This design comes from an exercise in tuning for small area on the open sky130 flow, not from production work.
Only simulation tests tie the RTL to the original design; equivalence was not proved.
Power and IR drop assume default switching activity.

**flow/run.sh**
```bash
#!/bin/bash
# synth_recipe.tcl (not shown) runs the flow's synth.tcl, then flattens the netlist and writes it again
# the make line also repeats each setting of config.mk as NAME=value (left out here)
make -C /OpenROAD-flow-scripts/flow DESIGN_CONFIG=/design/flow/config.mk WORK_HOME=/design/flow/orfs CLKGATE_MAP_FILE= SYNTH_SCRIPT=/design/flow/synth_recipe.tcl finish
```
**flow/config.mk**
```make
export PLATFORM = sky130hd
export DESIGN_NAME = mic_i2s_rx
export DESIGN_NICKNAME = mic_i2s_rx
export VERILOG_FILES = /design/flow/design.v
export SDC_FILE = /design/flow/constraint.sdc
export NUM_CORES = 4
export LEC_CHECK = 0
export CAP_MARGIN = 20
export CORE_MARGIN = 2
export CORE_UTILIZATION = 40
export PLACE_DENSITY = 0.6
export SLEW_MARGIN = 20
```
**flow/constraint.sdc**
```tcl
create_clock -name core_clock -period 10.0 [get_ports {clk}]
set_input_delay 2.0000 -clock core_clock [delete_from_list [all_inputs] [get_ports {clk}]]
set_output_delay 2.0000 -clock core_clock [all_outputs]
set_load 0.01 [all_outputs]
```
**flow/design.v**
```verilog
package mic_rx_pkg;
   localparam int N_LINES  = 32;
   localparam int N_CHAN   = 64;
   localparam int SAMPLE_W = 16;
   localparam int CHAN_W   = 6;
   localparam int DEF_CLK_DIV      = 16;
   localparam int DEF_SLOT_BITS    = 32;
   localparam int DEF_SAMPLE_BITS  = 16;
   localparam int DEF_SAMPLE_PHASE = 5;
   typedef logic [CHAN_W-1:0]   chan_t;
   typedef logic [SAMPLE_W-1:0] sample_t;
   function automatic sample_t pattern_word(input logic [9:0] fc, input chan_t ch);
      pattern_word = {fc, ch};
   endfunction
endpackage
module mic_clkgen (
   input  logic clk,
   input  logic reset_n,
   input  logic enable,
   output logic mic_clk,
   output logic mic_ws,
   output logic sample_stb,
   output logic frame_done
);
   logic [9:0] pos_q;
   logic       phase_hit_s;
   always_ff @(posedge clk or negedge reset_n) begin
      if (!reset_n)
         pos_q <= 10'd0;
      else if (enable)
         pos_q <= pos_q + 10'd1;
      else
         pos_q <= 10'd0;
   end
   assign phase_hit_s = enable && (pos_q[3:0] == 4'd5);
   assign sample_stb  = phase_hit_s && (pos_q[8:4] != 5'd0) && (pos_q[8:4] <= 5'd16);
   assign frame_done  = phase_hit_s && (pos_q[8:4] == 5'd17) && pos_q[9];
   assign mic_clk     = pos_q[3];
   assign mic_ws      = pos_q[9];
endmodule
module mic_i2s_rx (
   input  logic                clk,
   input  logic                reset_n,
   input  logic                enable,
   input  logic                clr_overrun,
   output logic                mic_clk,
   output logic                mic_ws,
   input  logic [mic_rx_pkg::N_LINES-1:0]  mic_data,
   output logic                out_valid,
   input  logic                out_ready,
   output logic [mic_rx_pkg::SAMPLE_W-1:0] out_data,
   output logic [mic_rx_pkg::CHAN_W-1:0]   out_chan,
   output logic                out_last,
   output logic [15:0]         frame_cnt,
   output logic                overrun
);
   localparam int NL     = mic_rx_pkg::N_LINES;
   localparam int NC     = mic_rx_pkg::N_CHAN;
   localparam int W      = mic_rx_pkg::SAMPLE_W;
   localparam int RL     = W + 1;       
   localparam int PAR_CH = 14;          
   logic sample_stb, frame_done;
   mic_clkgen u_clkgen (
      .clk(clk), .reset_n(reset_n), .enable(enable),
      .mic_clk(mic_clk), .mic_ws(mic_ws),
      .sample_stb(sample_stb), .frame_done(frame_done)
   );
   logic [NL-1:0][RL-1:0] ring_o_q;    
   logic [NL-1:0][RL-1:0] ring_e_q;    
   logic ins_o, ins_e;
   assign ins_o = sample_stb && !mic_ws;
   assign ins_e = sample_stb &&  mic_ws;
   always_ff @(posedge clk) begin
      for (int j = 0; j < NL; j++) begin
         ring_o_q[j] <= {ring_o_q[j][RL-2:0], ins_o ? mic_data[j] : ring_o_q[j][RL-1]};
         ring_e_q[j] <= {ring_e_q[j][RL-2:0], ins_e ? mic_data[j] : ring_e_q[j][RL-1]};
      end
   end
   logic [NC-1:0][W-1:0] word_s;      
   logic [NC-1:0]        tap_s;       
   always_comb begin
      for (int j = 0; j < NL; j++) begin
         for (int i = 0; i < W; i++) begin
            word_s[2 * j + 1][i] = ring_o_q[j][(RL - i) % RL];
            word_s[2 * j][i]     = ring_e_q[j][W - 1 - i];
         end
         tap_s[2 * j + 1] = ring_o_q[j][0];
         tap_s[2 * j]     = ring_e_q[j][W - 1];
      end
   end
   logic [NC-1:0][W-1:0] obuf_q;
   logic                 ld, cp_q, start_q, busy, out_valid_q, overrun_q;
   logic [3:0]           ph_q;
   logic [5:0]           chan_q;
   logic [15:0]          frame_cnt_q;
   assign busy = start_q || out_valid_q;
   assign ld   = frame_done && !busy;
   always_ff @(posedge clk) begin
      for (int c = 0; c < NC; c++) begin
         if (c < PAR_CH) begin
            if (ld) begin
               for (int i = 0; i < W; i++)
                  obuf_q[c][(W - i) % W] <= word_s[c][i];
            end else begin
               obuf_q[c] <= {obuf_q[c][W-2:0], obuf_q[c][W-1]};
            end
         end else begin
            obuf_q[c] <= {obuf_q[c][W-2:0],
                          (ld || cp_q) ? tap_s[c] : obuf_q[c][W-1]};
         end
      end
      ph_q <= ld ? 4'd0 : ph_q + 4'd1;
      cp_q <= ld || (cp_q && ph_q != 4'd14);
   end
   always_ff @(posedge clk or negedge reset_n) begin
      if (!reset_n) begin
         start_q     <= 1'b0;
         out_valid_q <= 1'b0;
         chan_q      <= 6'd0;
         frame_cnt_q <= 16'd0;
         overrun_q   <= 1'b0;
      end else begin
         start_q <= ld;
         if (start_q)
            out_valid_q <= 1'b1;
         else if (out_valid_q && out_ready && chan_q == 6'd63)
            out_valid_q <= 1'b0;
         if (out_valid_q && out_ready) begin
            chan_q <= chan_q + 6'd1;
            if (chan_q == 6'd63)
               frame_cnt_q <= frame_cnt_q + 16'd1;
         end
         if (frame_done && busy)
            overrun_q <= 1'b1;
         else if (clr_overrun)
            overrun_q <= 1'b0;
      end
   end
   logic [W-1:0] sel_s;
   assign sel_s = obuf_q[chan_q];
   always_comb begin
      for (int i = 0; i < W; i++)
         out_data[i] = sel_s[(ph_q - i) & (W - 1)];
   end
   assign out_valid = out_valid_q;
   assign out_chan  = chan_q;
   assign out_last  = &chan_q;
   assign frame_cnt = frame_cnt_q;
   assign overrun   = overrun_q;
endmodule
```
==> reports/qor.csv, run 1 <==
metric,value,unit
crit_fanout,47,
grt_util_all_layers,0.160,
worst_pin_slew,1.14,ns
ys_seq_area_frac,0.745,
finalCritPeriodShare,0.812,
pin_count,80,
synth-edff-count,0,
port_buffers,79,
initial_core_util,0.404,
cts_sinks,2152,
final_common_cell,dfxtp_1,
skew,0.0660,ns
hold_path.startpoint,ring_o_q[145]$_DFF_P_,
reg2reg_slack,6.47,ns
synth_area_per_cell,16.2,µm²
maxCapViolations,0,
grt_overflow,0,
insertion_delay,0.82,ns
fp.dieH,385,µm
drive_gt1_frac,0.230,
drcViolationCount,0,
vdd.ir_drop.worst,184,µV
synth_cells,3579,
drtIter0Drc,1701,
start_kind,flip-flop,
hold_depth,0,
synth_cell_type_count,80,
r2r_start,chan_q[1]$_DFFE_PN0P_,
cts_post_setup_buffers_inserted,0,
worstReg2RegEnd,frame_cnt_q[15]$_DFFE_PN0P_,
dieWidth,385,µm
drtPass1Iterations,7,
cts_hold_buf,0,
maxSlewHeadroom,0.235,
pre_cts_ws,2.89,ns
rows,139,
routabilityCongestion,0.856,
finalSetupViolations,0,
dieArea,0.148,mm²
crit_arrival,6.12,ns
syn_to_final_growth,16.0,%
status,timing/DRC/antenna clean,
ys_seq_elements,2152,
grt_first_pass_wirelength,179000,µm
p_leak,26.6,nW
synth_area,0.0580,mm²
dr_total_vias,27698,
fin_crit,8.12,ns
end_kind,output pin,
layout.nets,3795,
nFillCells,12222,
synth_flop_cell,dfxtp_1,
cts_root_buffer,clkbuf_16,
dpl.hpwl,77100,µm
postCtsResizedCells,0,
yosys_warnings,2,
cts_tree,built,
grt_pass1_vias,28510,
core,0.144,mm²
synth.top_cell.area_share,0.730,
antenna_found_initial,4,
final_cell_mix,"dfxtp_1, mux2_2, clkbuf_16",
hp-class,flip-flop to flip-flop,
max_freq,0.123,GHz
clockBufferDepth,3,
drv_slew,0,
critPathRequiredTime,8.00,ns
criticalPathCategory,flip-flop to output pin,
cts_buffers,199,
hold_viol_final,0,
async_flop_share,0.0163,
syn_nets,3629,
grt_max_degree,113,
rsz0062_at_grt,false,
htreeDepth,4,
pwr_density_cell,280,mW/mm²
postRouteAntennaNets,0,
via_per_inst,4.77,
clk_pin_slew,0.07,ns
yosys.area.top_type,dfxtp_1,
synth.area.top_cells,"dfxtp_1, mux2_2, mux4_2",
wl_per_cell,20.4,µm
hold_end,ring_o_q[146]$_DFF_P_,
final.setup.tns,0,ns
routed_wl,118000,µm
r2r_cells,9,
finalWorstSetupSlack,1.88,ns
synthesized netlist by cell type (all sizes together) (3+ instances only):
cell type	count
a2bb2oi	4
and2	13
a22o	11
nand4	4
o31ai	8
a221oi	51
nand2b	4
o211ai	5
o22ai	17
o32ai	11
dfrtp	35
o221ai	30
o21a	3
dfxtp	2117
ha	13
a31oi	4
nand3	24
nand3b	3
nand2	54
xnor2	35
and3	11
nor3	31
xor2	9
o311ai	3
a211oi	18
buf	83
mux4	196
nor2	54
mux2	354
inv	17
mux2i	139
a2111oi	3
o21ai	42
nor2b	10
a21oi	46
nor4	5
a311oi	4
clkbuf	65
a22oi	18
per-stage QoR:
stage	total power, mW	utilization	cells	hold slack (ns)	instance area (µm²)
after detailed placement	11.4	0.421	5447	0.312	60600
after global routing	19.5	0.468	5808	0.297	67300
final	18.8	0.468	5809	0.289	67400
after CTS	19.0	0.468	5808	0.288	67300
after global placement	11.4	0.421	5447	0.310	60600
after floorplan	10.6	-	3579	0.310	58000
worst max-delay path by stage:
| stage | startpoint | end | slack (ns) | cells past startpoint |
|---|---|---|---|---|
| floorplan | chan_q[1]$_DFFE_PN0P_ | out_data[0] | 5.05 | 10 |
| global placement | chan_q[0]$_DFFE_PN0P_ | out_data[3] | 3.05 | 10 |
| detailed placement | chan_q[0]$_DFFE_PN0P_ | out_data[13] | 2.89 | 10 |
| finish | chan_q[0]$_DFFE_PN0P_ | out_data[13] | 1.88 | 10 |
| global route | chan_q[0]$_DFFE_PN0P_ | out_data[5] | 1.66 | 10 |
| CTS | chan_q[0]$_DFFE_PN0P_ | out_data[13] | 1.91 | 10 |
routing by layer:
layer  track usage  vias up  wire length [µm]
met3        0.0375      179              6570
met1         0.225    13768             56600
met4        0.0529        2              2720
li1              -    13039                 -
met5             0        -                10
met2         0.243      710             52400
area by class of cell:
class | count | area (µm²) | share of cell area
Timing Repair Buffer | 116 | 1130 | 0.0167
Clock buffer | 291 | 5810 | 0.0862
Antenna cell | 1 | 2.50 | 0.0000372
Inverter | 19 | 71.3 | 0.00106
Sequential cell | 2152 | 43300 | 0.642
Multi-Input combinational cell | 1257 | 13700 | 0.204
Clock inverter | 70 | 968 | 0.0144
Tap cell | 1903 | 2380 | 0.0354
report_power, final:
part           total [mW]  leakage, nW  switching [mW]  internal [mW]
registers            8.73         17.5           0.136           8.59
logic                2.47         5.79            1.55          0.922
clock network        7.62         3.32            3.20           4.42
total                18.8         26.6            4.89           13.9
logic make-up after synthesis:
family | Yosys count | share of synthesized area
compound gates | 290 | 0.0369
xor+xnor | 44 | 0.00664
fa+ha+maj | 13 | 0.00280
buf+inv | 170 | 0.0188
flops | 2152 | 0.745
mux | 689 | 0.171
simple gates | 221 | 0.0187
state kept, by name, summed over array words and instances (netlist names), 4 cells and up:
register        flops
chan_q              6
frame_cnt_q        16
obuf_q           1024
ph_q                4
ring_e_q          544
ring_o_q          544
u_clkgen.pos_q     10
worst max-delay path, stage by stage, from the launching register on:
cell and delay [ns]:
dfrtp_4 0.90, buf_12 0.40, nand3_1 0.71, o221ai_1 0.43, a21oi_1 0.09, a2bb2oi_1 0.63, a211oi_1 0.17, nor4_1 0.87
o21ai_0 0.28, o32ai_1 0.18, clkdlybuf4s50_1 0.59
==> run 2: changes to the inputs <==
--- a/flow/design.v
+++ b/flow/design.v
@@ -58,7 +58,9 @@
    localparam int NC     = mic_rx_pkg::N_CHAN;
    localparam int W      = mic_rx_pkg::SAMPLE_W;
    localparam int RL     = W + 1;       
-   localparam int PAR_CH = 14;          
+   function automatic int seg_len(input int c);
+      seg_len = (c + 2 >= 16) ? 16 : (c + 2 >= 8) ? 8 : (c + 2 >= 4) ? 4 : 2;
+   endfunction
    logic sample_stb, frame_done;
    mic_clkgen u_clkgen (
       .clk(clk), .reset_n(reset_n), .enable(enable),
@@ -76,18 +78,9 @@
          ring_e_q[j] <= {ring_e_q[j][RL-2:0], ins_e ? mic_data[j] : ring_e_q[j][RL-1]};
       end
    end
-   logic [NC-1:0][W-1:0] word_s;      
-   logic [NC-1:0]        tap_s;       
-   always_comb begin
-      for (int j = 0; j < NL; j++) begin
-         for (int i = 0; i < W; i++) begin
-            word_s[2 * j + 1][i] = ring_o_q[j][(RL - i) % RL];
-            word_s[2 * j][i]     = ring_e_q[j][W - 1 - i];
-         end
-         tap_s[2 * j + 1] = ring_o_q[j][0];
-         tap_s[2 * j]     = ring_e_q[j][W - 1];
-      end
-   end
+   function automatic int tap_pos(input int c, input int b);
+      tap_pos = (c % 2) ? (RL - b) % RL : W - 1 - b;
+   endfunction
    logic [NC-1:0][W-1:0] obuf_q;
    logic                 ld, cp_q, start_q, busy, out_valid_q, overrun_q;
    logic [3:0]           ph_q;
@@ -95,20 +88,28 @@
    logic [15:0]          frame_cnt_q;
    assign busy = start_q || out_valid_q;
    assign ld   = frame_done && !busy;
-   always_ff @(posedge clk) begin
-      for (int c = 0; c < NC; c++) begin
-         if (c < PAR_CH) begin
-            if (ld) begin
-               for (int i = 0; i < W; i++)
-                  obuf_q[c][(W - i) % W] <= word_s[c][i];
-            end else begin
-               obuf_q[c] <= {obuf_q[c][W-2:0], obuf_q[c][W-1]};
-            end
-         end else begin
-            obuf_q[c] <= {obuf_q[c][W-2:0],
-                          (ld || cp_q) ? tap_s[c] : obuf_q[c][W-1]};
+   logic cp2, cp4, cp8, cp16;
+   assign cp2  = ld || (cp_q && ph_q == 4'd0);
+   assign cp4  = ld || (cp_q && ph_q <  4'd3);
+   assign cp8  = ld || (cp_q && ph_q <  4'd7);
+   assign cp16 = ld || cp_q;
+   for (genvar c = 0; c < NC; c++) begin : g_word
+      localparam int N = seg_len(c);
+      logic cp_s;
+      logic [W-1:0] d_s;
+      assign cp_s = (N == 2) ? cp2 : (N == 4) ? cp4 : (N == 8) ? cp8 : cp16;
+      always_comb begin
+         for (int p = 0; p < W; p++) begin
+            if (p % N == 0 && cp_s)
+               d_s[p] = (c % 2) ? ring_o_q[c / 2][tap_pos(c, (W - p) % W)]
+                                : ring_e_q[c / 2][tap_pos(c, (W - p) % W)];
+            else
+               d_s[p] = obuf_q[c][(p + W - 1) % W];
          end
       end
+      always_ff @(posedge clk) obuf_q[c] <= d_s;
+   end
+   always_ff @(posedge clk) begin
       ph_q <= ld ? 4'd0 : ph_q + 4'd1;
       cp_q <= ld || (cp_q && ph_q != 4'd14);
    end
@@ -137,7 +138,14 @@
       end
    end
    logic [W-1:0] sel_s;
-   assign sel_s = obuf_q[chan_q];
+   logic [15:0][W-1:0] l1_s;
+   logic [15:0] oh_s;
+   always_comb begin
+      for (int g = 0; g < 16; g++) l1_s[g] = obuf_q[4 * g + chan_q[1:0]];
+      for (int g = 0; g < 16; g++) oh_s[g] = (chan_q[5:2] == 4'(g));
+      sel_s = '0;
+      for (int g = 0; g < 16; g++) sel_s = sel_s | ({W{oh_s[g]}} & l1_s[g]);
+   end
    always_comb begin
       for (int i = 0; i < W; i++)
          out_data[i] = sel_s[(ph_q - i) & (W - 1)];
--- a/flow/config.mk
+++ b/flow/config.mk
@@ -8,5 +8,8 @@
 export CAP_MARGIN = 20
 export CORE_MARGIN = 2
 export CORE_UTILIZATION = 40
+export CTS_BUF_LIST = sky130_fd_sc_hd__clkbuf_16
+export CTS_CLUSTER_DIAMETER = 80
+export CTS_CLUSTER_SIZE = 30
 export PLACE_DENSITY = 0.6
 export SLEW_MARGIN = 20
==> run 2 against run 1 <==
  * Via count is 16% lower
  * Largest cell class unchanged
  * Largest power group unchanged
  * Hold slack gained 0.020 ns
  * Die area shrank 5.9%
  * Utilization fell by 2.6 points
  * Design area is 11% lower
  * Clock-buffer cell count down 203
  * Clock power shrank 46%
  * Critical endpoint is now out_data[10]
  * Still clean
  * Critical path depth is 1 lower
==> reports/qor.csv, run 2 <==
metric,value,unit,change
routed_wl,98300,µm,was 118000 µm
drcViolationCount,0,,unchanged
worstReg2RegEnd,frame_cnt_q[12]$_DFFE_PN0P_,,was frame_cnt_q[15]$_DFFE_PN0P_
maxCapViolations,0,,unchanged
rsz0062_at_grt,false,,unchanged
finalSetupViolations,0,,unchanged
drive_gt1_frac,0.180,,was 0.230
ys_seq_elements,2152,,unchanged
rows,135,,was 139
largest_registers,"obuf_q (1024), ring_e_q (544), ring_o_q (544)",,unchanged
hold_path.startpoint,ring_e_q[381]$_DFF_P_,,was ring_o_q[145]$_DFF_P_
synth_adder_area_share,0.00367,,was 0.00280
hp-class,flip-flop to flip-flop,,unchanged
wl_per_cell,19.6,µm,was 20.4 µm
start_kind,flip-flop,,unchanged
final.setup.tns,0,ns,unchanged
worst_pin_slew,1.03,ns,was 1.14 ns
cts_tree,built,,unchanged
yosys.area.top_type,dfxtp_1,,unchanged
synth_commonest_cells,"dfxtp_1, mux4_2, mux2_2",,"was dfxtp_1, mux2_2, mux4_2"
core,0.135,mm²,was 0.144 mm²
grt_pass1_vias,24062,,was 28510
criticalPathCategory,flip-flop to output pin,,unchanged
skew,0.0295,ns,was 0.0660 ns
synth_flop_cell,dfxtp_1,,unchanged
antenna_found_initial,4,,unchanged
dr_total_vias,23374,,was 27698
crit_fanout,45,,was 47
port_buffers,79,,unchanged
synth_top_family_by_area,multiplexers,,unchanged
r2r_cells,8,,was 9
crit_arrival,5.88,ns,was 6.12 ns
critPathRequiredTime,8.00,ns,about the same
synth_cell_type_count,42,,was 80
finalCritPeriodShare,0.788,,was 0.812
synthSimpleGateAreaFrac,0.0233,,was 0.0187
drtPass1Iterations,5,,was 7
pin_count,80,,unchanged
syn_to_final_growth,9.70,%,was 16.0%
p_leak,22.8,nW,was 26.6 nW
grt_max_degree,119,,was 113
finalWorstSetupSlack,2.12,ns,was 1.88 ns
postCtsResizedCells,0,,unchanged
layout.nets,3266,,was 3795
totalPowerFinal,14.0,mW,was 18.8 mW
synth.most_common_cell,dfxtp_1,,unchanged
clk_pin_slew,0.11,ns,was 0.07 ns
synth_compound_area_frac,0.0190,,was 0.0369
clockBufferDepth,3,,unchanged
dieWidth,373,µm,was 385 µm
hold_end,ring_e_q[382]$_DFF_P_,,was ring_o_q[146]$_DFF_P_
cts_root_buffer,clkbuf_16,,unchanged
end_kind,output pin,,unchanged
synth-xor-area-share,0.00609,,was 0.00664
yosys_warnings,2,,unchanged
async_flop_share,0.0163,,unchanged
status,timing/DRC/antenna clean,,unchanged
drtIter0Drc,1713,,was 1701
synth.area.top_cells,"dfxtp_1, mux4_2, mux2_2",,"was dfxtp_1, mux2_2, mux4_2"
largest_reg_flops,1024,,unchanged
pre_cts_ws,2.84,ns,was 2.89 ns
reg2reg_slack,6.08,ns,was 6.47 ns
grt_overflow,0,,unchanged
initial_core_util,0.403,,was 0.404
via_per_inst,4.66,,was 4.77
maxSlewHeadroom,0.307,,was 0.235
dpl.hpwl,65500,µm,was 77100 µm
dieArea,0.139,mm²,was 0.148 mm²
final_cell_mix,"dfxtp_1, mux4_2, mux2_2",,"was dfxtp_1, mux2_2, clkbuf_16"
drv_slew,0,,unchanged
syn_nets,3184,,was 3629
fin_crit,7.88,ns,was 8.12 ns
max_freq,0.127,GHz,was 0.123 GHz
grt_first_pass_wirelength,149000,µm,was 179000 µm
synth.top_cell.area_share,0.776,,was 0.730
ys_seq_area_frac,0.792,,was 0.745
synthMuxAreaShare,0.146,,was 0.171
synth_area,0.0546,mm²,was 0.0580 mm²
synth_cells,3131,,was 3579
cts_sinks,2152,,unchanged
pwr_density_cell,233,mW/mm²,was 280 mW/mm²
synth-edff-count,0,,unchanged
hold_depth,0,,unchanged
postRouteAntennaNets,0,,unchanged
nFillCells,11890,,was 12222
grt_util_all_layers,0.141,,was 0.160
synth_area_per_cell,17.4,µm²,was 16.2 µm²
cts_buffers,84,,was 199
htreeDepth,3,,was 4
cts_hold_buf,0,,unchanged
vdd.ir_drop.worst,180,µV,was 184 µV
r2r_start,chan_q[0]$_DFFE_PN0P_,,was chan_q[1]$_DFFE_PN0P_
final_common_cell,dfxtp_1,,unchanged
routabilityCongestion,0.860,,was 0.856
cts_post_setup_buffers_inserted,0,,unchanged
insertion_delay,0.73,ns,was 0.82 ns
fp.dieH,373,µm,was 385 µm
regMostFlops,obuf_q,,unchanged
hold_viol_final,0,,unchanged
==> run 2: cell count changes after synthesis, moves of 30 or more <==
cell / before / now
mux2_2: 354 / 164
mux2i_1: 139 / 15
a22oi_1: 18 / 128
mux4_2: 160 / 265
a221oi_1: 48 / 0
a21oi_1: 46 / 2
nor2_1: 54 / 13
o21ai_0: 38 / 0
mux4_1: 34 / 0
nand4_1: 4 / 38
nand2_1: 54 / 24
o221ai_1: 30 / 0
==> run 2: cells by family after synthesis <==
kind of cell	Yosys count
flops	2152
buf+inv	122
fa+ha+maj	16
compound gates	140
mux	444
xor+xnor	38
simple gates	219
==> run 2: metal layers <==
metal  vias up  part of all wire  wire [µm]  global-route usage
li1      11053                 -          -                   -
met1     11770              0.48      46800               0.198
met3       136             0.051       5040              0.0318
met4         2             0.024       2330              0.0382
met5         -           0.00013         13                   0
met2       413              0.45      44100               0.218
==> run 2: layout make-up <==
type / count / area [µm²] / area share
Inverter: 8 / 30.0 / 0.000501
Clock inverter: 22 / 209 / 0.00349
Multi-Input combinational cell: 857 / 10900 / 0.182
Sequential cell: 2152 / 43300 / 0.722
Antenna cell: 1 / 2.50 / 0.0000418
Timing Repair Buffer: 110 / 1070 / 0.0178
Clock buffer: 88 / 2200 / 0.0368
Tap cell: 1781 / 2230 / 0.0372
==> run 2: report_power, final <==
group,switching (mW),internal [mW],leakage (nW)
sequential,0.0813,8.58,17.5
clock,2.47,1.63,1.22
combinational,0.692,0.534,4.12
==> run 2: metrics by stage <==
step                      instance area (µm²)   util  hold slack, ns  instances
after global routing                    59900  0.442           0.315       5018
final                                   59900  0.442           0.309       5019
after CTS                               59900  0.442           0.308       5018
after detailed placement                57500  0.424           0.312       4908
after global placement                  57500  0.424           0.310       4908
after floorplan                         54600      -           0.310       3131
==> run 2: worst max-delay path by stage <==
stage	slack [ns]	from	to	cells past startpoint
after floorplan	4.87	chan_q[1]$_DFFE_PN0P_	out_data[15]	9
after global placement	2.89	chan_q[0]$_DFFE_PN0P_	out_data[10]	9
after detailed placement	2.84	chan_q[0]$_DFFE_PN0P_	out_data[2]	9
after CTS	2.03	chan_q[0]$_DFFE_PN0P_	out_data[2]	9
after global routing	1.80	chan_q[0]$_DFFE_PN0P_	out_data[10]	9
final	2.12	chan_q[0]$_DFFE_PN0P_	out_data[10]	9
==> run 2: worst max-delay path, stage by stage (launching register included) <==
cell and delay (ns):
dfrtp_4 1.01, buf_4 0.61, mux4_2 0.37, a22oi_1 0.10, nand4_1 0.31, nor3_1 0.11
nor4_1 0.85, o22ai_1 0.21, nor3_1 0.75, clkdlybuf4s50_1 0.71
==> run 3: changes to the inputs <==
--- a/flow/config.mk
+++ b/flow/config.mk
@@ -8,8 +8,8 @@
 export CAP_MARGIN = 20
 export CORE_MARGIN = 2
 export CORE_UTILIZATION = 40
-export CTS_BUF_LIST = sky130_fd_sc_hd__clkbuf_16
-export CTS_CLUSTER_DIAMETER = 80
-export CTS_CLUSTER_SIZE = 30
+export CTS_BUF_LIST = sky130_fd_sc_hd__clkbuf_8
+export CTS_CLUSTER_DIAMETER = 60
+export CTS_CLUSTER_SIZE = 20
 export PLACE_DENSITY = 0.6
 export SLEW_MARGIN = 20
==> run 3 against run 2 <==
  * Largest power group unchanged
  * Setup slack got worse by 0.15 ns
  * Highest routed layer is now met4
  * Critical endpoint unchanged
  * Clock skew rose by 0.019 ns
  * Critical path type unchanged
  * Hold slack improved by 0.0018 ns
  * Sequential share of layout area rose by 0.15 points
  * Clock power fell by 5%
  * Synthesized cell count did not move
  * Sequential power barely moved
  * Power fell by 1.4%
  * Register-to-register slack got worse by 0.03 ns
  * Still clean on timing, DRC and antenna
  * Via count rose by 1.3%
  * Critical path depth did not move
==> reports/qor.csv, run 3 <==
metric,value,unit,change
vdd.ir_drop.worst,160,µV,was 180 µV
synth-edff-count,0,,unchanged
regMostFlops,obuf_q,,unchanged
reg2reg_slack,6.05,ns,was 6.08 ns
nFillCells,11937,,was 11890
skew,0.0485,ns,was 0.0295 ns
final_cell_mix,"dfxtp_1, mux4_2, mux2_2",,unchanged
crit_path_end,out_data[10],,unchanged
ys_seq_area_frac,0.792,,unchanged
synth.area.top_cells,"dfxtp_1, mux4_2, mux2_2",,unchanged
worst_pin_slew,0.996,ns,was 1.03 ns
hold_viol_final,0,,unchanged
drive_gt1_frac,0.196,,was 0.180
initial_core_util,0.403,,unchanged
grt_pass1_vias,24602,,was 24062
core,0.135,mm²,unchanged
pwr_density_cell,231,mW/mm²,was 233 mW/mm²
p_leak,22.8,nW,about the same
yosys_warnings,2,,unchanged
fin_crit,8.03,ns,was 7.88 ns
clockBufferDepth,3,,unchanged
synthMuxAreaShare,0.146,,unchanged
cts_tree,built,,unchanged
port_buffers,79,,unchanged
synth_area_per_cell,17.4,µm²,unchanged
dpl.hpwl,65500,µm,unchanged
r2r_start,chan_q[0]$_DFFE_PN0P_,,unchanged
start_kind,flip-flop,,unchanged
totalPowerFinal,13.8,mW,was 14.0 mW
hold_slack,0.310,ns,was 0.309 ns
cts_buffers,132,,was 84
synth_compound_area_frac,0.0190,,unchanged
yosys.area.top_type,dfxtp_1,,unchanged
cts_root_buffer,clkbuf_8,,was clkbuf_16
syn_to_final_growth,9.47,%,was 9.70%
drtPass1Iterations,5,,unchanged
crit_arrival,6.03,ns,was 5.88 ns
synth_top_family_by_area,multiplexers,,unchanged
routabilityCongestion,0.860,,unchanged
worstSetupStartpoint,chan_q[0]$_DFFE_PN0P_,,unchanged
routed_wl,99400,µm,was 98300 µm
htreeDepth,4,,was 3
synth.most_common_cell,dfxtp_1,,unchanged
grt_max_degree,119,,unchanged
insertion_delay,0.89,ns,was 0.73 ns
fp.dieH,373,µm,unchanged
final_common_cell,dfxtp_1,,unchanged
status,timing/DRC/antenna clean,,unchanged
cts_sinks,2152,,unchanged
postCtsResizedCells,0,,unchanged
antenna_found_initial,6,,was 4
layout.nets,3314,,was 3266
maxCapViolations,0,,unchanged
criticalPathCategory,flip-flop to output pin,,unchanged
clk_pin_slew,0.12,ns,was 0.11 ns
synthSimpleGateAreaFrac,0.0233,,unchanged
synth.top_cell.area_share,0.776,,unchanged
synth_cells,3131,,unchanged
end_kind,output pin,,unchanged
grt_first_pass_wirelength,151000,µm,was 149000 µm
r2r_cells,8,,unchanged
postRouteAntennaNets,0,,unchanged
synth_cell_type_count,42,,unchanged
ys_seq_elements,2152,,unchanged
largest_reg_flops,1024,,unchanged
finalCritPeriodShare,0.803,,was 0.788
rows,135,,unchanged
synth-xor-area-share,0.00609,,unchanged
grt_overflow,0,,unchanged
grt_util_all_layers,0.143,,was 0.141
dieWidth,373,µm,unchanged
synth_adder_area_share,0.00367,,unchanged
max_freq,0.125,GHz,was 0.127 GHz
pin_count,80,,unchanged
largest_registers,"obuf_q (1024), ring_e_q (544), ring_o_q (544)",,unchanged
synth_commonest_cells,"dfxtp_1, mux4_2, mux2_2",,unchanged
crit_fanout,45,,unchanged
rsz0062_at_grt,false,,unchanged
dieArea,0.139,mm²,unchanged
finalSetupViolations,0,,unchanged
worstReg2RegEnd,frame_cnt_q[12]$_DFFE_PN0P_,,unchanged
async_flop_share,0.0163,,unchanged
synth_area,0.0546,mm²,unchanged
cts_post_setup_buffers_inserted,0,,unchanged
hp-class,flip-flop to flip-flop,,unchanged
maxSlewHeadroom,0.331,,was 0.307
drcViolationCount,0,,unchanged
cts_hold_buf,0,,unchanged
synth_flop_cell,dfxtp_1,,unchanged
wl_per_cell,19.5,µm,was 19.6 µm
final.setup.tns,0,ns,unchanged
via_per_inst,4.65,,was 4.66
drv_slew,0,,unchanged
drtIter0Drc,1678,,was 1713
critPathRequiredTime,8.00,ns,about the same
dr_total_vias,23674,,was 23374
syn_nets,3184,,unchanged
[run 3: cell counts after synthesis]
Identical to the previous run, type by type.
[run 3: worst min path at each step]
stage                     slack (ns)                   from  depth (start not counted)                     to
after floorplan                 0.31   ring_e_q[99]$_DFF_P_                          0  ring_e_q[100]$_DFF_P_
after detailed placement        0.31  ring_e_q[306]$_DFF_P_                          0  ring_e_q[307]$_DFF_P_
final                           0.31  ring_o_q[343]$_DFF_P_                          0  ring_o_q[344]$_DFF_P_
after CTS                       0.32  ring_o_q[343]$_DFF_P_                          0  ring_o_q[344]$_DFF_P_
after global routing            0.31  ring_o_q[343]$_DFF_P_                          0  ring_o_q[344]$_DFF_P_
after global placement          0.31   ring_e_q[80]$_DFF_P_                          0   ring_e_q[81]$_DFF_P_
[run 3: power by group]
part	internal, mW	switching (mW)	total, mW
clock network	1.39	2.51	3.90
registers	8.58	0.0819	8.67
logic	0.534	0.691	1.22
total	10.5	3.28	13.8
[run 3: area by class of cell]
cell class / count / area (µm²) / area share
Antenna cell: 6 / 15.0 / 0.000251
Clock buffer: 139 / 1910 / 0.0320
Clock inverter: 39 / 368 / 0.00615
Inverter: 8 / 30.0 / 0.000502
Multi-Input combinational cell: 857 / 10900 / 0.182
Sequential cell: 2152 / 43300 / 0.724
Tap cell: 1781 / 2230 / 0.0373
Timing Repair Buffer: 110 / 1070 / 0.0179
[run 3: cell families (layout without fill, tap and decap cells)]
logic type                 count (synthesis)  after routing
DFF                                     2152           2152
muxes                                    444            444
and+or+nand+nor                          219            219
AOI/OAI and AO/OA                        140            140
buffers and inverters                    122            296
xor gates and xnor gates                  38             38
adders and majority gates                 16             16
other                                      0              6
[run 3: metal layers]
layer / up-vias / GRT usage / wire length, µm
met4: 0 / 0.0505 / 2620
li1: 11170 / - / -
met1: 11853 / 0.199 / 46900
met5: - / 0 / 0
met3: 155 / 0.0350 / 5520
met2: 496 / 0.218 / 44400
[run 3: critical path, stage by stage (launching register included)]
cell,delay (ns)
dfrtp_4,1.03
buf_4,0.66
mux4_2,0.36
a22oi_1,0.13
nand4_1,0.33
nor3_1,0.10
nor4_1,0.84
o22ai_1,0.20
nor3_1,0.76
clkdlybuf4s50_1,0.71
[run 3: per-stage QoR]
| stage | instance area (µm²) | cells | utilization | setup slack, ns |
|---|---|---|---|---|
| floorplan | 54600 | 3131 | - | 4.87 |
| global placement | 57500 | 4908 | 0.424 | 2.89 |
| detailed placement | 57500 | 4908 | 0.424 | 2.84 |
| CTS | 59800 | 5086 | 0.441 | 1.82 |
| global route | 59800 | 5091 | 0.441 | 1.61 |
| finish | 59800 | 5092 | 0.441 | 1.97 |
==> run 4: changes to the inputs <==
--- a/flow/design.v
+++ b/flow/design.v
@@ -13,30 +13,18 @@
       pattern_word = {fc, ch};
    endfunction
 endpackage
-module mic_clkgen (
-   input  logic clk,
-   input  logic reset_n,
-   input  logic enable,
-   output logic mic_clk,
-   output logic mic_ws,
-   output logic sample_stb,
-   output logic frame_done
+module mic_rdmux #(
+   parameter int N = 64,
+   parameter int W = 16
+) (
+   input  logic [N-1:0]        oh,
+   input  logic [N-1:0][W-1:0] d,
+   output logic [W-1:0]        q
 );
-   logic [9:0] pos_q;
-   logic       phase_hit_s;
-   always_ff @(posedge clk or negedge reset_n) begin
-      if (!reset_n)
-         pos_q <= 10'd0;
-      else if (enable)
-         pos_q <= pos_q + 10'd1;
-      else
-         pos_q <= 10'd0;
+   always_comb begin
+      q = '0;
+      for (int c = 0; c < N; c++) q = q | ({W{oh[c]}} & d[c]);
    end
-   assign phase_hit_s = enable && (pos_q[3:0] == 4'd5);
-   assign sample_stb  = phase_hit_s && (pos_q[8:4] != 5'd0) && (pos_q[8:4] <= 5'd16);
-   assign frame_done  = phase_hit_s && (pos_q[8:4] == 5'd17) && pos_q[9];
-   assign mic_clk     = pos_q[3];
-   assign mic_ws      = pos_q[9];
 endmodule
 module mic_i2s_rx (
    input  logic                clk,
@@ -61,17 +49,26 @@
    function automatic int seg_len(input int c);
       seg_len = (c + 2 >= 16) ? 16 : (c + 2 >= 8) ? 8 : (c + 2 >= 4) ? 4 : 2;
    endfunction
-   logic sample_stb, frame_done;
-   mic_clkgen u_clkgen (
-      .clk(clk), .reset_n(reset_n), .enable(enable),
-      .mic_clk(mic_clk), .mic_ws(mic_ws),
-      .sample_stb(sample_stb), .frame_done(frame_done)
-   );
+   logic [9:0] pos_q;
+   logic       phase_hit_s, sample_stb, frame_done;
+   always_ff @(posedge clk or negedge reset_n) begin
+      if (!reset_n)
+         pos_q <= 10'd0;
+      else if (enable)
+         pos_q <= pos_q + 10'd1;
+      else
+         pos_q <= 10'd0;
+   end
+   assign phase_hit_s = enable && (pos_q[3:0] == 4'd5);
+   assign sample_stb  = phase_hit_s && (pos_q[8:4] != 5'd0) && (pos_q[8:4] <= 5'd16);
+   assign frame_done  = phase_hit_s && (pos_q[8:4] == 5'd17) && pos_q[9];
+   assign mic_clk     = pos_q[3];
+   assign mic_ws      = pos_q[9];
    logic [NL-1:0][RL-1:0] ring_o_q;    
    logic [NL-1:0][RL-1:0] ring_e_q;    
    logic ins_o, ins_e;
-   assign ins_o = sample_stb && !mic_ws;
-   assign ins_e = sample_stb &&  mic_ws;
+   assign ins_o = sample_stb && !pos_q[9];
+   assign ins_e = sample_stb &&  pos_q[9];
    always_ff @(posedge clk) begin
       for (int j = 0; j < NL; j++) begin
          ring_o_q[j] <= {ring_o_q[j][RL-2:0], ins_o ? mic_data[j] : ring_o_q[j][RL-1]};
@@ -137,15 +134,12 @@
             overrun_q <= 1'b0;
       end
    end
-   logic [W-1:0] sel_s;
-   logic [15:0][W-1:0] l1_s;
-   logic [15:0] oh_s;
+   logic [W-1:0]  sel_s;
+   logic [NC-1:0] chan_oh;
    always_comb begin
-      for (int g = 0; g < 16; g++) l1_s[g] = obuf_q[4 * g + chan_q[1:0]];
-      for (int g = 0; g < 16; g++) oh_s[g] = (chan_q[5:2] == 4'(g));
-      sel_s = '0;
-      for (int g = 0; g < 16; g++) sel_s = sel_s | ({W{oh_s[g]}} & l1_s[g]);
+      for (int c = 0; c < NC; c++) chan_oh[c] = (chan_q == 6'(c));
    end
+   mic_rdmux #(.N(NC), .W(W)) u_rdmux (.oh(chan_oh), .d(obuf_q), .q(sel_s));
    always_comb begin
       for (int i = 0; i < W; i++)
          out_data[i] = sel_s[(ph_q - i) & (W - 1)];
--- a/flow/config.mk
+++ b/flow/config.mk
@@ -7,9 +7,10 @@
 export LEC_CHECK = 0
 export CAP_MARGIN = 20
 export CORE_MARGIN = 2
-export CORE_UTILIZATION = 40
+export CORE_UTILIZATION = 60
 export CTS_BUF_LIST = sky130_fd_sc_hd__clkbuf_8
 export CTS_CLUSTER_DIAMETER = 60
 export CTS_CLUSTER_SIZE = 20
-export PLACE_DENSITY = 0.6
+export PLACE_DENSITY = 0.8
 export SLEW_MARGIN = 20
+export SYNTH_HIERARCHICAL = 1
==> run 4 against run 3 <==
  * Final cell count down 8.2%
  * Via count up 8.9%
  * First-iteration DRC count up 16%
  * Area after synthesis down 2.0%
  * Sequential power down 0.7%
  * Critical path type unchanged
==> reports/qor.csv, run 4 <==
metric,value,unit,change
status,timing/DRC/antenna clean,,unchanged
wl_met3,6440,µm,was 5520 µm
antenna_found_initial,10,,was 6
drtPass1Iterations,5,,unchanged
cts_post_setup_buffers_inserted,0,,unchanged
fin_area,0.0571,mm²,was 0.0598 mm²
grt_overflow,0,,unchanged
start_kind,flip-flop,,unchanged
dr_total_vias,25775,,was 23674
hold_path.startpoint,ring_o_q[69]$_DFF_P_,,was ring_o_q[343]$_DFF_P_
grt_max_degree,51,,was 119
final_common_cell,dfxtp_1,,unchanged
final_util,0.646,,was 0.441
drv_slew,0,,unchanged
via_per_inst,5.51,,was 4.65
async_flop_share,0.0163,,unchanged
largest_reg_flops,1024,,unchanged
initial_core_util,0.605,,was 0.403
rows,109,,was 135
cts_sinks,2152,,unchanged
cts_root_buffer,clkbuf_8,,unchanged
grt_pass1_vias,25380,,was 24602
grt_first_pass_wirelength,152000,µm,was 151000 µm
postCtsResizedCells,0,,unchanged
largest_registers,"obuf_q (1024), ring_e_q (544), ring_o_q (544)",,unchanged
clk_pin_slew,0.12,ns,about the same
crit_fanout,16,,was 45
synth.area.top_cells,"dfxtp_1, a221oi_1, a22o_1",,"was dfxtp_1, mux4_2, mux2_2"
port_buffers,79,,unchanged
final.setup.tns,0,ns,unchanged
drcViolationCount,0,,unchanged
cts_buffers,121,,was 132
synth_area,0.0535,mm²,was 0.0546 mm²
grt_util_all_layers,0.221,,was 0.143
layout.nets,3530,,was 3314
synth_cells,3405,,was 3131
synth_commonest_cells,"dfxtp_1, a221oi_1, a22o_1",,"was dfxtp_1, mux4_2, mux2_2"
crit_path_end,out_data[10],,unchanged
core,0.0884,mm²,was 0.135 mm²
regMostFlops,obuf_q,,unchanged
dpl.hpwl,70900,µm,was 65500 µm
final_cell_mix,"dfxtp_1, a22o_1, a221oi_1",,"was dfxtp_1, mux4_2, mux2_2"
nFillCells,6208,,was 11937
worst_pin_slew,1.11,ns,was 0.996 ns
finalSetupViolations,0,,unchanged
dr_wl_met2,45800,µm,was 44400 µm
cts_tree,built,,unchanged
synth-edff-count,0,,unchanged
postRouteAntennaNets,0,,unchanged
crit_arrival,5.39,ns,was 6.03 ns
synth.most_common_cell,dfxtp_1,,unchanged
routed_wl,102000,µm,was 99400 µm
wl_per_cell,21.8,µm,was 19.5 µm
synth_cell_type_count,53,,was 42
vdd.ir_drop.worst,168,µV,was 160 µV
pwr_density_cell,220,mW/mm²,was 231 mW/mm²
p_leak,22.5,nW,was 22.8 nW
pre_cts_ws,3.55,ns,was 2.84 ns
post_dp_cell_area,0.0550,mm²,was 0.0575 mm²
dieArea,0.0916,mm²,was 0.139 mm²
finalCritPeriodShare,0.739,,was 0.803
yosys_warnings,8,,was 2
hold_viol_final,0,,unchanged
synth.top_cell.area_share,0.792,,was 0.776
end_kind,output pin,,unchanged
synth_area_per_cell,15.7,µm²,was 17.4 µm²
criticalPathCategory,flip-flop to output pin,,unchanged
drtIter0Drc,1942,,was 1678
routabilityCongestion,0.938,,was 0.860
syn_to_final_growth,6.67,%,was 9.47%
pin_count,80,,unchanged
hold_depth,0,,unchanged
finalWorstSetupSlack,2.61,ns,was 1.97 ns
rsz0062_at_grt,false,,unchanged
worstSetupStartpoint,chan_q[5]$_DFFE_PN0P_,,was chan_q[0]$_DFFE_PN0P_
fp.dieH,303,µm,was 373 µm
yosys.area.top_type,dfxtp_1,,unchanged
htreeDepth,3,,was 4
cts_hold_buf,0,,unchanged
r2r_cells,5,,was 8
routed.top_layer,met5,,was met4
skew,0.0627,ns,was 0.0485 ns
ys_seq_area_frac,0.809,,was 0.792
clockBufferDepth,3,,unchanged
ys_seq_elements,2152,,unchanged
m1WireLength,46400,µm,was 46900 µm
fin_crit,7.39,ns,was 8.03 ns
critPathRequiredTime,8.00,ns,about the same
dieWidth,303,µm,was 373 µm
r2r_start,ph_q[1]$_SDFF_PP0_,,was chan_q[0]$_DFFE_PN0P_
maxCapViolations,0,,unchanged
max_freq,0.135,GHz,was 0.125 GHz
reg2reg_slack,7.31,ns,was 6.05 ns
insertion_delay,0.82,ns,was 0.89 ns
synth_flop_cell,dfxtp_1,,unchanged
maxSlewHeadroom,0.259,,was 0.331
worstReg2RegEnd,obuf_q[176]$_DFF_P_,,was frame_cnt_q[12]$_DFFE_PN0P_
syn_nets,3461,,was 3184
hp-class,flip-flop to flip-flop,,unchanged
drive_gt1_frac,0.110,,was 0.196
-- run 4: changes by cell type after synthesis, sizes merged, moves of 33 or more --
| cell | delta |
|---|---|
| nor2 | +60 |
| nor3 | -51 |
| mux2i | +41 |
| a22o | +256 |
| a22oi | -128 |
| a221oi | +256 |
| buf | +33 |
| mux4 | -257 |
-- run 4: metal layers --
metal  GRT usage  vias to the layer above
li1            -                    12108
met5           0                        -
met4      0.0767                        4
met2       0.344                      761
met1       0.317                    12734
met3      0.0367                      168
-- run 4: layout make-up --
class | count | area, µm² | share of cell area
diodes | 4 | 10.0 | 0.000175
clock buffers | 124 | 1710 | 0.0299
clock inverters | 30 | 246 | 0.00432
inverters | 13 | 48.8 | 0.000855
multi-input cells | 1074 | 9300 | 0.163
flip-flops and latches | 2152 | 43300 | 0.758
well taps | 1165 | 1460 | 0.0255
repair buffers | 112 | 1040 | 0.0182
-- run 4: how the worst min path moves through the flow --
stage	to	slack, ns
floorplan	ring_e_q[100]$_DFF_P_	0.31
global placement	ring_e_q[313]$_DFF_P_	0.31
detailed placement	ring_o_q[351]$_DFF_P_	0.31
CTS	ring_o_q[70]$_DFF_P_	0.28
global route	ring_o_q[74]$_DFF_P_	0.28
finish	ring_o_q[70]$_DFF_P_	0.28
-- run 4: logic make-up (layout without fill, tap and decap cells) --
| family | count (synthesis) | in the layout | synth area share |
|---|---|---|---|
| flip-flops | 2152 | 2152 | 0.809 |
| XOR/XNOR | 38 | 38 | 0.00622 |
| AND/OR/NAND/NOR | 260 | 260 | 0.0260 |
| adder cells (fa/ha/maj) | 19 | 19 | 0.00444 |
| other | 0 | 4 | 0 |
| buffers and inverters | 179 | 279 | 0.0192 |
| AO/OA/AOI/OAI | 530 | 530 | 0.0867 |
| multiplexers | 227 | 227 | 0.0489 |
-- run 4: worst max-delay path, stage by stage, from the launching register on --
cell and delay [ns]:
dfrtp_1 0.46, nand2b_1 0.67, nor2_1 0.25, buf_4 0.29, a22o_1 0.24, a221oi_1 0.39, nand4_1 0.27, or4_1 0.73
mux2i_1 0.31, mux2i_1 0.12, o211ai_1 0.23, mux2i_1 0.12, clkdlybuf4s50_1 0.49
-- run 4: report_power, final --
group          internal [mW]  switching (mW)
Sequential              8.58          0.0288
Clock                   1.20            2.39
Combinational         0.0916           0.286
-- run 4: stage by stage --
step / hold WS (ns) / power [mW] / cells
2_1_floorplan: 0.310 / 9.04 / 3405
3_3_place_gp: 0.310 / 9.15 / 4514
3_5_place_dp: 0.312 / 9.17 / 4514
4_1_cts: 0.282 / 12.6 / 4668
5_1_grt: 0.279 / 13.0 / 4672
6_report: 0.280 / 12.6 / 4674
==> run 5: changes to the inputs <==
--- a/flow/config.mk
+++ b/flow/config.mk
@@ -7,10 +7,10 @@
 export LEC_CHECK = 0
 export CAP_MARGIN = 20
 export CORE_MARGIN = 2
-export CORE_UTILIZATION = 60
+export CORE_UTILIZATION = 40
 export CTS_BUF_LIST = sky130_fd_sc_hd__clkbuf_8
 export CTS_CLUSTER_DIAMETER = 60
 export CTS_CLUSTER_SIZE = 20
-export PLACE_DENSITY = 0.8
+export PLACE_DENSITY = 0.6
 export SLEW_MARGIN = 20
 export SYNTH_HIERARCHICAL = 1
==> run 5 against run 4 <==
  * Utilization is 21 points lower
  * Sequential cell count did not move
  * Via count is 1.4% lower
  * Area after synthesis stayed put
  * Clock-buffer cell count grew 17
  * Largest power group unchanged
  * Hold slack better by 0.027 ns
  * Largest cell class unchanged
==> reports/qor.csv, run 5 <==
metric,value,unit,change
post_dp_cell_area,0.0558,mm²,was 0.0550 mm²
rows,134,,was 109
max_freq,0.130,GHz,was 0.135 GHz
end_kind,output pin,,unchanged
postRouteAntennaNets,0,,unchanged
grt_util_all_layers,0.152,,was 0.221
start_kind,flip-flop,,unchanged
clockBufferDepth,3,,unchanged
largest_registers,"obuf_q (1024), ring_e_q (544), ring_o_q (544)",,unchanged
critPathRequiredTime,8.00,ns,about the same
cts_hold_buf,0,,unchanged
skew,0.0378,ns,was 0.0627 ns
synth.area.top_cells,"dfxtp_1, a221oi_1, a22o_1",,unchanged
finalSetupViolations,0,,unchanged
pwr_density_cell,222,mW/mm²,was 220 mW/mm²
drtPass1Iterations,5,,unchanged
swShare,0.220,,was 0.215
fin_area,0.0582,mm²,was 0.0571 mm²
cts_root_buffer,clkbuf_8,,unchanged
synth_area,0.0535,mm²,unchanged
maxSlewHeadroom,0.267,,was 0.259
cts_post_setup_buffers_inserted,0,,unchanged
multi_input_area,0.00929,mm²,was 0.00930 mm²
synth-edff-count,0,,unchanged
synth_flop_cell,dfxtp_1,,unchanged
clk_pin_slew,0.12,ns,about the same
vdd.ir_drop.worst,129,µV,was 168 µV
synth_commonest_cells,"dfxtp_1, a221oi_1, a22o_1",,unchanged
dr_total_vias,25424,,was 25775
final_common_cell,dfxtp_1,,unchanged
grt_pass1_vias,24938,,was 25380
status,timing/DRC/antenna clean,,unchanged
finalCritPeriodShare,0.767,,was 0.739
r2r_cells,5,,unchanged
ys_seq_area_frac,0.809,,unchanged
pwr-share-comb,0.030,,about the same
switchingPower,2.85,mW,was 2.71 mW
hold_depth,0,,unchanged
postCtsResizedCells,0,,unchanged
synth_cell_type_count,53,,unchanged
syn_nets,3461,,unchanged
wl_per_cell,19.8,µm,was 21.8 µm
drive_gt1_frac,0.117,,was 0.110
ys_seq_elements,2152,,unchanged
initial_core_util,0.402,,was 0.605
p_leak,22.6,nW,was 22.5 nW
p_seq_frac,0.666,,was 0.684
htreeDepth,4,,was 3
async_flop_share,0.0163,,unchanged
insertion_delay,0.85,ns,was 0.82 ns
synth.most_common_cell,dfxtp_1,,unchanged
grt_max_degree,51,,unchanged
largest_reg_flops,1024,,unchanged
cts_tree,built,,unchanged
crit_fanout,16,,unchanged
port_buffers,79,,unchanged
nFillCells,11958,,was 6208
cts_sinks,2152,,unchanged
fp.dieH,370,µm,was 303 µm
final.setup.tns,0,ns,unchanged
pin_count,80,,unchanged
hold_viol_final,0,,unchanged
criticalPathCategory,flip-flop to output pin,,unchanged
routed_wl,105000,µm,was 102000 µm
crit_arrival,5.67,ns,was 5.39 ns
regMostFlops,obuf_q,,unchanged
synth_area_per_cell,15.7,µm²,unchanged
routabilityCongestion,0.920,,was 0.938
grt_first_pass_wirelength,156000,µm,was 152000 µm
dieWidth,370,µm,was 303 µm
yosys_warnings,8,,unchanged
drcViolationCount,0,,unchanged
grt_overflow,0,,unchanged
yosys.area.top_type,dfxtp_1,,unchanged
hp-class,flip-flop to flip-flop,,unchanged
synth.top_cell.area_share,0.792,,unchanged
dieArea,0.137,mm²,was 0.0916 mm²
maxCapViolations,0,,unchanged
p_int,10.1,mW,was 9.87 mW
dpl.hpwl,72300,µm,was 70900 µm
reg2reg_slack,7.40,ns,was 7.31 ns
rsz0062_at_grt,false,,unchanged
register_area,0.0433,mm²,about the same
antenna_found_initial,13,,was 10
synth_cells,3405,,unchanged
pwr-share-clk,0.304,,was 0.286
core,0.133,mm²,was 0.0884 mm²
final_cell_mix,"dfxtp_1, a22o_1, a221oi_1",,unchanged
worst_pin_slew,1.10,ns,was 1.11 ns
cts_buffers,133,,was 121
layout.nets,3542,,was 3530
drv_slew,0,,unchanged
syn_to_final_growth,8.73,%,was 6.67%
fin_crit,7.67,ns,was 7.39 ns
via_per_inst,4.80,,was 5.51
drtIter0Drc,1927,,was 1942
## run 5: power groups by stage
stage | clock network (mW) | logic, mW | registers [mW]
2_1_floorplan | 0 | 0.239 | 8.80
3_3_place_gp | 0 | 0.374 | 8.81
3_5_place_dp | 0 | 0.380 | 8.81
4_1_cts | 4.09 | 0.382 | 8.61
5_1_grt | 4.40 | 0.412 | 8.62
6_report | 3.94 | 0.389 | 8.61
## run 5: cells by family (layout without fill, tap and decap cells)
| kind of cell | Yosys count | count (layout) | synth area share |
|---|---|---|---|
| DFF | 2152 | 2152 | 0.809 |
| buffers and inverters | 179 | 301 | 0.0192 |
| other | 0 | 3 | 0 |
| xor gates and xnor gates | 38 | 38 | 0.00622 |
| adders and majority gates | 19 | 19 | 0.00444 |
| and+or+nand+nor | 260 | 260 | 0.0260 |
| muxes | 227 | 227 | 0.0489 |
| AOI/OAI and AO/OA | 530 | 530 | 0.0867 |
## run 5: worst max-delay path, cell delays in order, from the launching register on
cell and delay (ns):
dfrtp_1 0.48, nand2b_1 0.81, nor2_1 0.50, a22o_1 0.33, a221oi_1 0.29, nand4_1 0.33
or4_1 0.78, mux2i_1 0.33, mux2i_1 0.14, o211ai_1 0.22, mux2i_1 0.12, clkdlybuf4s50_1 0.49
## run 5: cell type report
cell class | count | area share
Tap cell | 1768 | 0.0380
Multi-Input combinational cell | 1074 | 0.160
Timing Repair Buffer | 112 | 0.0178
Inverter | 13 | 0.000839
Clock inverter | 35 | 0.00645
Clock buffer | 141 | 0.0334
Sequential cell | 2152 | 0.744
Antenna cell | 3 | 0.000129
## run 5: worst paths after layout
kind | start | to
worst max-delay path | chan_q[4]$_DFFE_PN0P_ | out_data[6]
worst min-delay path | ring_o_q[147]$_DFF_P_ | ring_o_q[148]$_DFF_P_
worst max register to register | ph_q[0]$_SDFF_PP0_ | obuf_q[144]$_DFF_P_
worst min register to register | ring_o_q[147]$_DFF_P_ | ring_o_q[148]$_DFF_P_
max in group asynchronous | reset_n | chan_q[2]$_DFFE_PN0P_
min in group asynchronous | reset_n | frame_cnt_q[7]$_DFFE_PN0P_
## run 5: metal layers
layer | part of all wire | vias to the layer above | global-route usage | wire (µm)
li1 | - | 12148 | - | -
met1 | 0.49 | 12537 | 0.221 | 51900
met2 | 0.43 | 579 | 0.228 | 45400
met3 | 0.049 | 160 | 0.0296 | 5190
met4 | 0.025 | 0 | 0.0479 | 2580
met5 | 0 | - | 0 | 0
## run 5: through the flow
step	hold slack [ns]	instances	total power [mW]	util	setup slack, ns
after global routing	0.301	5298	13.4	0.437	2.06
final	0.307	5298	12.9	0.437	2.33
after floorplan	0.310	3405	9.04	-	4.91
after global placement	0.310	5119	9.18	0.419	3.32
after CTS	0.304	5295	13.1	0.437	2.34
after detailed placement	0.312	5119	9.19	0.419	3.33
==> run 6: changes to the inputs <==
--- a/flow/design.v
+++ b/flow/design.v
@@ -13,6 +13,18 @@
       pattern_word = {fc, ch};
    endfunction
 endpackage
+module mic_aoi222 (
+   input  logic a0, a1, b0, b1, c0, c1,
+   output logic y
+);
+   assign y = ~((a0 & a1) | (b0 & b1) | (c0 & c1));
+endmodule
+module mic_nand2 (
+   input  logic a, b,
+   output logic y
+);
+   assign y = ~(a & b);
+endmodule
 module mic_rdmux #(
    parameter int N = 64,
    parameter int W = 16
@@ -21,9 +33,24 @@
    input  logic [N-1:0][W-1:0] d,
    output logic [W-1:0]        q
 );
+   localparam int G = N / 3;          
+   localparam int R = N - 3 * G;      
+   logic [W-1:0][G+R-1:0] y_s;        
+   for (genvar i = 0; i < W; i++) begin : g_bit
+      for (genvar g = 0; g < G; g++) begin : g_grp
+         mic_aoi222 u_aoi (
+            .a0(oh[3 * g]),     .a1(d[3 * g][i]),
+            .b0(oh[3 * g + 1]), .b1(d[3 * g + 1][i]),
+            .c0(oh[3 * g + 2]), .c1(d[3 * g + 2][i]),
+            .y(y_s[i][g])
+         );
+      end
+      for (genvar r = 0; r < R; r++) begin : g_rem
+         mic_nand2 u_nand (.a(oh[3 * G + r]), .b(d[3 * G + r][i]), .y(y_s[i][G + r]));
+      end
+   end
    always_comb begin
-      q = '0;
-      for (int c = 0; c < N; c++) q = q | ({W{oh[c]}} & d[c]);
+      for (int i = 0; i < W; i++) q[i] = ~&y_s[i];
    end
 endmodule
 module mic_i2s_rx (
--- a/flow/config.mk
+++ b/flow/config.mk
@@ -7,10 +7,10 @@
 export LEC_CHECK = 0
 export CAP_MARGIN = 20
 export CORE_MARGIN = 2
-export CORE_UTILIZATION = 40
+export CORE_UTILIZATION = 70
 export CTS_BUF_LIST = sky130_fd_sc_hd__clkbuf_8
-export CTS_CLUSTER_DIAMETER = 60
+export CTS_CLUSTER_DIAMETER = 50
 export CTS_CLUSTER_SIZE = 20
-export PLACE_DENSITY = 0.6
+export PLACE_DENSITY = 0.9
 export SLEW_MARGIN = 20
 export SYNTH_HIERARCHICAL = 1
==> run 6 against run 5 <==
  * Still clean
  * Final cell count shrank 17%
  * Sequential power shrank 0.5%
  * Clock-buffer cell count grew 7
  * Wire length grew 2.7%
  * Hold slack gained 0.010 ns
  * Area after synthesis shrank 3.2%
  * Sequential cell count is the same
  * Die area shrank 44%
  * Register-to-register slack lost 0.72 ns
  * Critical path type unchanged
  * Largest power group unchanged
==> reports/qor.csv, run 6 <==
metric,value,unit,change
crit_path_max_incr_delay,0.84,ns,was 0.81 ns
max_freq,0.127,GHz,was 0.130 GHz
worstReg2RegEnd,obuf_q[752]$_DFF_P_,,was obuf_q[144]$_DFF_P_
largest_reg_flops,1024,,unchanged
crit_fanout,16,,unchanged
ys_seq_elements,2152,,unchanged
grtUsageMet3,0.0573,,was 0.0296
dr_total_vias,26300,,was 25424
grt_overflow,0,,unchanged
core,0.0731,mm²,was 0.133 mm²
finalSetupViolations,0,,unchanged
cts_tree,built,,unchanged
yosys.area.top_type,dfxtp_1,,unchanged
start_kind,flip-flop,,unchanged
initial_core_util,0.708,,was 0.402
drv_slew,0,,unchanged
final_common_cell,dfxtp_1,,unchanged
routabilityCongestion,0.968,,was 0.920
synth_cell_type_count,43,,was 53
end_kind,output pin,,unchanged
p_leak,22.1,nW,was 22.6 nW
hold_slack,0.317,ns,was 0.307 ns
final.setup.tns,0,ns,unchanged
ys_seq_area_frac,0.835,,was 0.809
hold_path.startpoint,ring_e_q[425]$_DFF_P_,,was ring_o_q[147]$_DFF_P_
path_cells,nand2b_1 -> nor2_1 -> a222oi_1 -> nand4_1 -> nor4_1 -> nand4_1 -> mux2i_1 -> mux2i_1 -> o211ai_1 -> mux2i_1 -> clkdlybuf4s50_1,,was nand2b_1 -> nor2_1 -> a22o_1 -> a221oi_1 -> nand4_1 -> or4_1 -> mux2i_1 -> mux2i_1 -> o211ai_1 -> mux2i_1 -> clkdlybuf4s50_1
dieWidth,276,µm,was 370 µm
grt_pass1_vias,26813,,was 24938
via_per_inst,5.98,,was 4.80
vdd.ir_drop.worst,171,µV,was 129 µV
port_buffers,79,,unchanged
grt_first_pass_wirelength,162000,µm,was 156000 µm
cts_sinks,2152,,unchanged
grt_util_all_layers,0.286,,was 0.152
synth-edff-count,0,,unchanged
routed_wl,108000,µm,was 105000 µm
largest_registers,"obuf_q (1024), ring_e_q (544), ring_o_q (544)",,unchanged
clockBufferDepth,3,,unchanged
drcViolationCount,0,,unchanged
rsz0062_at_grt,false,,unchanged
synth.most_common_cell,dfxtp_1,,unchanged
grt_util_met1,0.380,,was 0.221
rows,99,,was 134
crit_arrival,5.90,ns,was 5.67 ns
crit_top_cell,mux2i_1,,unchanged
r2r_start,pos_q[1]$_DFF_PN0_,,was ph_q[0]$_SDFF_PP0_
postRouteAntennaNets,0,,unchanged
drive_gt1_frac,0.120,,was 0.117
grt_max_degree,36,,was 51
drtIter0Drc,3805,,was 1927
pwr_density_cell,224,mW/mm²,was 222 mW/mm²
insertion_delay,0.84,ns,was 0.85 ns
synth_area,0.0518,mm²,was 0.0535 mm²
layout.nets,3430,,was 3542
hp-class,flip-flop to flip-flop,,unchanged
regMostFlops,obuf_q,,unchanged
maxSlewHeadroom,0.217,,was 0.267
synth_flop_cell,dfxtp_1,,unchanged
dieArea,0.0762,mm²,was 0.137 mm²
pin_count,80,,unchanged
wl_per_cell,24.5,µm,was 19.8 µm
status,timing/DRC/antenna clean,,unchanged
cpMaxStageDelayCell,nor4_1,,was nand2b_1
cts_buffers,135,,was 133
finalCritPeriodShare,0.790,,was 0.767
yosys_warnings,8,,unchanged
antenna_found_initial,2,,was 13
critPathRequiredTime,8.00,ns,about the same
async_flop_share,0.0163,,unchanged
postCtsResizedCells,0,,unchanged
hold_viol_final,0,,unchanged
reg2reg_slack,6.68,ns,was 7.40 ns
grt_util_met2,0.454,,was 0.228
dpl.hpwl,72500,µm,was 72300 µm
synth_area_per_cell,16.4,µm²,was 15.7 µm²
criticalPathCategory,flip-flop to output pin,,unchanged
synth_commonest_cells,"dfxtp_1, a222oi_1, mux2_2",,"was dfxtp_1, a221oi_1, a22o_1"
fp.dieH,276,µm,was 370 µm
drtPass1Iterations,18,,was 5
worst_pin_slew,1.17,ns,was 1.10 ns
cts_hold_buf,0,,unchanged
htreeDepth,4,,unchanged
synth_cells,3156,,was 3405
hold_end,ring_e_q[426]$_DFF_P_,,was ring_o_q[148]$_DFF_P_
r2r_cells,7,,was 5
hold_depth,0,,unchanged
final_cell_mix,"dfxtp_1, a222oi_1, clkbuf_8",,"was dfxtp_1, a22o_1, a221oi_1"
fin_crit,7.90,ns,was 7.67 ns
syn_nets,3212,,was 3461
skew,0.0411,ns,was 0.0378 ns
synth.area.top_cells,"dfxtp_1, a222oi_1, mux2_2",,"was dfxtp_1, a221oi_1, a22o_1"
clk_pin_slew,0.12,ns,about the same
synth.top_cell.area_share,0.819,,was 0.792
cts_post_setup_buffers_inserted,0,,unchanged
maxCapViolations,0,,unchanged
grt.busiest_layer,met2,,unchanged
syn_to_final_growth,9.15,%,was 8.73%
cts_root_buffer,clkbuf_8,,unchanged
run 6: area by class of cell:
class                      count  area (µm²)
fill                        4009       16600
multi-input combinational    953        8390
tap                          959        1200
antenna                        1        2.50
timing repair buffer         119        1090
clock buffer                 148        2040
sequential                  2152       43300
clock inverter                56         497
inverter                      13        48.8
run 6: cell families after synthesis:
family	share of synthesized area
adder cells (fa/ha/maj)	0.00459
AO/OA/AOI/OAI	0.0678
flip-flops	0.835
AND/OR/NAND/NOR	0.0322
XOR/XNOR	0.00626
buffers and inverters	0.00420
multiplexers	0.0495
run 6: worst max path at each step:
| stage | startpoint | slack [ns] | to | cells after the start |
|---|---|---|---|---|
| 4_1_cts | chan_q[5]$_DFFE_PN0P_ | 2.33 | out_data[8] | 11 |
| 2_1_floorplan | chan_q[4]$_DFFE_PN0P_ | 5.01 | out_data[11] | 11 |
| 5_1_grt | chan_q[4]$_DFFE_PN0P_ | 1.85 | out_data[12] | 11 |
| 3_3_place_gp | chan_q[4]$_DFFE_PN0P_ | 3.42 | out_data[4] | 11 |
| 6_report | chan_q[4]$_DFFE_PN0P_ | 2.10 | out_data[2] | 11 |
| 3_5_place_dp | chan_q[5]$_DFFE_PN0P_ | 3.30 | out_data[8] | 11 |
run 6: per-layer routing:
metal,share of wire,wire length [µm],vias up
met5,0.00010,11,-
met4,0.052,5610,2
met3,0.073,7860,269
met2,0.46,49900,1159
met1,0.41,44500,12943
li1,-,-,11927
run 6: through the flow:
| step | worst slack [ns] | area, µm² | total power [mW] | instances | utilization |
|---|---|---|---|---|---|
| finish | 2.10 | 56500 | 12.6 | 4401 | 0.773 |
| global route | 1.85 | 56500 | 13.0 | 4401 | 0.773 |
| CTS | 2.33 | 56400 | 12.7 | 4398 | 0.772 |
| detailed placement | 3.30 | 53900 | 8.79 | 4194 | 0.738 |
| global placement | 3.42 | 53900 | 8.79 | 4194 | 0.737 |
| floorplan | 5.01 | 51800 | 8.77 | 3156 | - |
run 6: report_power, final:
part | internal, mW | switching (mW) | leakage (nW)
combinational | 0.0140 | 0.0111 | 3.21
clock | 1.53 | 2.52 | 1.35
sequential | 8.57 | 0.00175 | 17.5
total | 10.1 | 2.53 | 22.1
run 6: worst max-delay path, delay by kind of cell, from the launching register on:
| kind | cells | cell delay, ns |
|---|---|---|
| buf+inv | 1 | 0.50 |
| simple gates | 5 | 2.65 |
| mux | 3 | 0.56 |
| compound gates | 2 | 0.86 |
| flops | 1 | 0.46 |
run 6: Yosys stat by module, one instance, submodules excluded, excerpt:
module,cells,cell area (µm²),times used,flops+latches
mic_i2s_rx,2692,47600,1,2152
mic_aoi222,1,10.0,336,0
mic_nand2,1,3.75,16,0

==> afterwards: timing with drivers on the ports <==
Ports are ideal in the flow. The routed layouts listed here were re-timed in OpenROAD. Step 1, drivers: a clkbuf_16 drives clk and a buf_2 each remaining input, both assumed. Step 2 times the ports against the registers' clock, not the clock port: input delays grow and output delays shrink by t, the midpoint of the rising clock arrivals with the driver on. Slacks: no drivers / after step 1 / after step 2; pairs: no drivers / after step 1.
run | t, ns | setup WS [ns] | pins driven straight from the clock port
run 1 | 0.870 | 1.883 / 1.807 / 2.677 | 1
run 2 | 0.784 | 2.124 / 2.050 / 2.834 | 1
run 3 | 0.926 | 1.975 / 1.911 / 2.837 | 1
run 4 | 0.851 | 2.609 / 2.544 / 3.395 | 1
run 5 | 0.891 | 2.333 / 2.267 / 3.158 | 1
run 6 | 0.882 | 2.104 / 2.038 / 2.920 | 1
After both steps every run listed still meets setup and hold.
